This design comes from an exercise in tuning for small area on the open sky130 flow, not from production work. In this exercise RTL edits were held to simulation tests only and were not proved equivalent to the original. Power figures rest on the tool's default switching activity, not on a simulated workload.

## 10-17
// arm_multicycle_core
module arm_multicycle_core #(
  parameter int          ADDR_W    = 32,
  parameter logic [31:0] RESET_PC  = 32'h0,
  parameter int          SHIFT_EN  = 1,
  parameter int          UNDEF_NOP = 0
) (
  input  logic              clk,
  input  logic              rst_n,
  output logic              o_instr_req,
  output logic [ADDR_W-1:0] o_instr_addr,
  input  logic              i_instr_valid,
  input  logic [31:0]       i_instr,
  output logic              o_mem_req,
  output logic              o_mem_we,
  output logic [ADDR_W-1:0] o_mem_addr,
  output logic [31:0]       o_mem_wdata,
  input  logic              i_mem_ack,
  input  logic [31:0]       i_mem_rdata,
  output logic [ADDR_W-1:0] o_pc,
  output logic [3:0]        o_flags,
  output logic              o_halted
);
Size: ~2700 cells after synthesis, roughly 200 I/O pins, ~24000 sq um of cells after synthesis.
==> flow/config.mk <==
export PLATFORM = sky130hd
export DESIGN_NAME = arm_multicycle_core
export DESIGN_NICKNAME = arm_multicycle_core
export VERILOG_FILES = /design/flow/design.v
export SDC_FILE = /design/flow/constraint.sdc
export NUM_CORES = 8
export LEC_CHECK = 0
export CAP_MARGIN = 0
export CORE_MARGIN = 2
export CORE_UTILIZATION = 55
export PLACE_DENSITY = 0.75
export SLEW_MARGIN = 0
==> flow/constraint.sdc <==
create_clock -name core_clock -period 10.0 [get_ports {clk}]
set_input_delay 2.0000 -clock core_clock [delete_from_list [all_inputs] [get_ports {clk}]]
set_output_delay 2.0000 -clock core_clock [all_outputs]
set_load 0.01 [all_outputs]
standard.sh (not shown) runs the stock make flow with config.mk's settings and CLKGATE_MAP_FILE= SYNTH_SCRIPT=/design/flow/synth_recipe.tcl, a recipe that flattens the netlist after the stock synthesis.
==> flow/flow/run.sh <==
#!/bin/bash
set -euo pipefail
W=$PWD
F=$W/flow
O=$W/ownflow
mkdir -p "$O"

# ORFS synth.tcl with the ABC script swapped
sed 's#^  log_cmd abc {\*}\$abc_args$#  set abc_args [lreplace $abc_args 1 1 '"$F"'/area.abc]\n  log_cmd abc {*}$abc_args#' \
  "$FLOW_HOME/scripts/synth.tcl" > "$O/orfs_synth.tcl"
grep -q "$F/area.abc" "$O/orfs_synth.tcl"
# The standard flow's synthesis script, sourcing that copy
sed 's#\$::env(SCRIPTS_DIR)/synth.tcl#'"$O"'/orfs_synth.tcl#' "$W/synth_recipe.tcl" > "$O/synth_recipe_area.tcl"
grep -q "$O/orfs_synth.tcl" "$O/synth_recipe_area.tcl"

bash "$W/standard.sh" "SYNTH_SCRIPT=$O/synth_recipe_area.tcl" synth > "$W/synth.log" 2>&1
bash "$W/standard.sh" "SYNTH_SCRIPT=$O/synth_recipe_area.tcl" \
  "BUFFER_PORTS_ARGS=-buffer_cell sky130_fd_sc_hd__buf_1" \
  "CTS_ARGS=-sink_clustering_enable -repair_clock_nets -sink_clustering_size 16 -sink_clustering_max_diameter 80 -buf_list sky130_fd_sc_hd__clkbuf_8 -dont_use_dummy_load" \
  finish > "$W/layout.log" 2>&1
test -s "$W/out/final.def"
==> flow/flow/area.abc <==
strash
&get -n
&st
&syn2
&synch2
&put
dch -f
amap -F 3 -A 3
topo
dnsize
10-17 was carried through to the last stage, and its layout satisfied the timing, DRC and antenna checks.
### 10-17 -> 04-04
==> flow/flow/area.abc <==
strash
&get -n
&st
&syn2
&synch2
&put
dch -f
amap -F 3 -A 3
topo
upsize -c
dnsize -c
Notes after the runs:
- Taking 04-04 as 1.0, 10-17 lands at 0.79 on largest net degree at the start of global routing.
- Delta (04-04 minus 10-17): total number of vias barely changed, routed length on met1 went down, power dissipated in sequential cells ~0 delta.
- Compared with 10-17, 04-04 improves post-layout worst setup margin.
- 04-04 vs. 10-17: post-route minimum period went down by 0.24 ns.
- In the reports for 04-04 and 10-17, the larger core utilization of the finished layout belongs to 10-17.
- Row part of the total power dissipated in sequential elements: 04-04 higher / 10-17 lower
- Combinational power in 04-04 is about 0.8% below 10-17.

---

arm_multicycle_core, a different RTL version from the one above (not shown whole).
==> flow/config.mk <==
export PLATFORM = sky130hd
export DESIGN_NAME = arm_multicycle_core
export DESIGN_NICKNAME = arm_multicycle_core
export VERILOG_FILES = /design/flow/design.v
export SDC_FILE = /design/flow/constraint.sdc
export NUM_CORES = 8
export LEC_CHECK = 0
export CAP_MARGIN = 0
export CORE_MARGIN = 2
export CORE_UTILIZATION = 40
export PLACE_DENSITY = 0.6
export SLEW_MARGIN = 0
==> flow/constraint.sdc <==
create_clock -name core_clock -period 10.0 [get_ports {clk}]
set_input_delay 2.0000 -clock core_clock [delete_from_list [all_inputs] [get_ports {clk}]]
set_output_delay 2.0000 -clock core_clock [all_outputs]
set_load 0.01 [all_outputs]
==> flow/flow/run.sh <==
#!/bin/bash
set -euo pipefail
W=$PWD
F=$W/flow
O=$W/ownflow
mkdir -p "$O"

# ORFS synth.tcl with the ABC script swapped
sed 's#^  log_cmd abc {\*}\$abc_args$#  set abc_args [lreplace $abc_args 1 1 '"$F"'/area.abc]\n  log_cmd abc {*}$abc_args#' \
  "$FLOW_HOME/scripts/synth.tcl" > "$O/orfs_synth.tcl"
grep -q "$F/area.abc" "$O/orfs_synth.tcl"
# The standard flow's synthesis script, sourcing that copy
sed 's#\$::env(SCRIPTS_DIR)/synth.tcl#'"$O"'/orfs_synth.tcl#' "$W/synth_recipe.tcl" > "$O/synth_recipe_area.tcl"
grep -q "$O/orfs_synth.tcl" "$O/synth_recipe_area.tcl"

bash "$W/standard.sh" "SYNTH_SCRIPT=$O/synth_recipe_area.tcl" synth > "$W/synth.log" 2>&1
bash "$W/standard.sh" "SYNTH_SCRIPT=$O/synth_recipe_area.tcl" \
  "BUFFER_PORTS_ARGS=-buffer_cell sky130_fd_sc_hd__buf_1" \
  "CTS_ARGS=-sink_clustering_enable -repair_clock_nets -sink_clustering_size 25 -sink_clustering_max_diameter 100 -dont_use_dummy_load" \
  finish > "$W/layout.log" 2>&1
test -s "$W/out/final.def"
==> flow/flow/area.abc <==
strash
&get -n
&st
&syn2
&synch2
&put
dch -f
amap
topo
dnsize
Edit:
==> flow/run.sh (new file) <==
#!/bin/bash
# synth_recipe.tcl (not shown) runs the flow's synth.tcl, then flattens the netlist and writes it again
# the make line also repeats each setting of config.mk as NAME=value (left out here)
make -C /OpenROAD-flow-scripts/flow DESIGN_CONFIG=/design/flow/config.mk WORK_HOME=/design/flow/orfs CLKGATE_MAP_FILE= SYNTH_SCRIPT=/design/flow/synth_recipe.tcl finish
- CAP_MARGIN: 0 -> 20
- CTS_CLUSTER_DIAMETER: default -> 100
- CTS_CLUSTER_SIZE: default -> 25
- SLEW_MARGIN: 0 -> 20
removed: flow/flow/run.sh
removed: flow/flow/area.abc
removed: flow/standard.sh
Sequential share of layout area is lower by 8.4 points.
Hold slack improves by 0.030 ns.
Design area is higher by 22%.
Count of clock-buffer cells in the layout is higher by 14.

## re-timing with driven ports
No port has a modelled driver above. Below, the same layouts with a new extraction and two added sets of constraints. Step 1, drivers: a clkbuf_16 drives clk and a buf_2 each remaining input, both assumed. Step 2, shift: input delay + t, output delay - t, t = (earliest + latest rising clock arrival at the registers) / 2. This alone moves slack from input paths to output paths. Three values: ideal, step 1, step 2; two values: the first two.
run | shift t [ns] | slack for setup (ns) | worst setup path after step 2 | worst slew at a driven data input, ns
10-17 | 0.678 | 0.987 / 0.987 / 0.987 | register to register | 0.05
04-04 | 0.688 | 1.226 / 1.226 / 1.226 | register to register | 0.07
the first run of note 2 | 0.659 | 0.706 / 0.706 / 0.706 | register to register | 0.09
the second run of note 2 | 0.702 | 1.970 / 1.970 / 1.970 | register to register | 0.05
After both steps setup and hold are still met in every run listed.
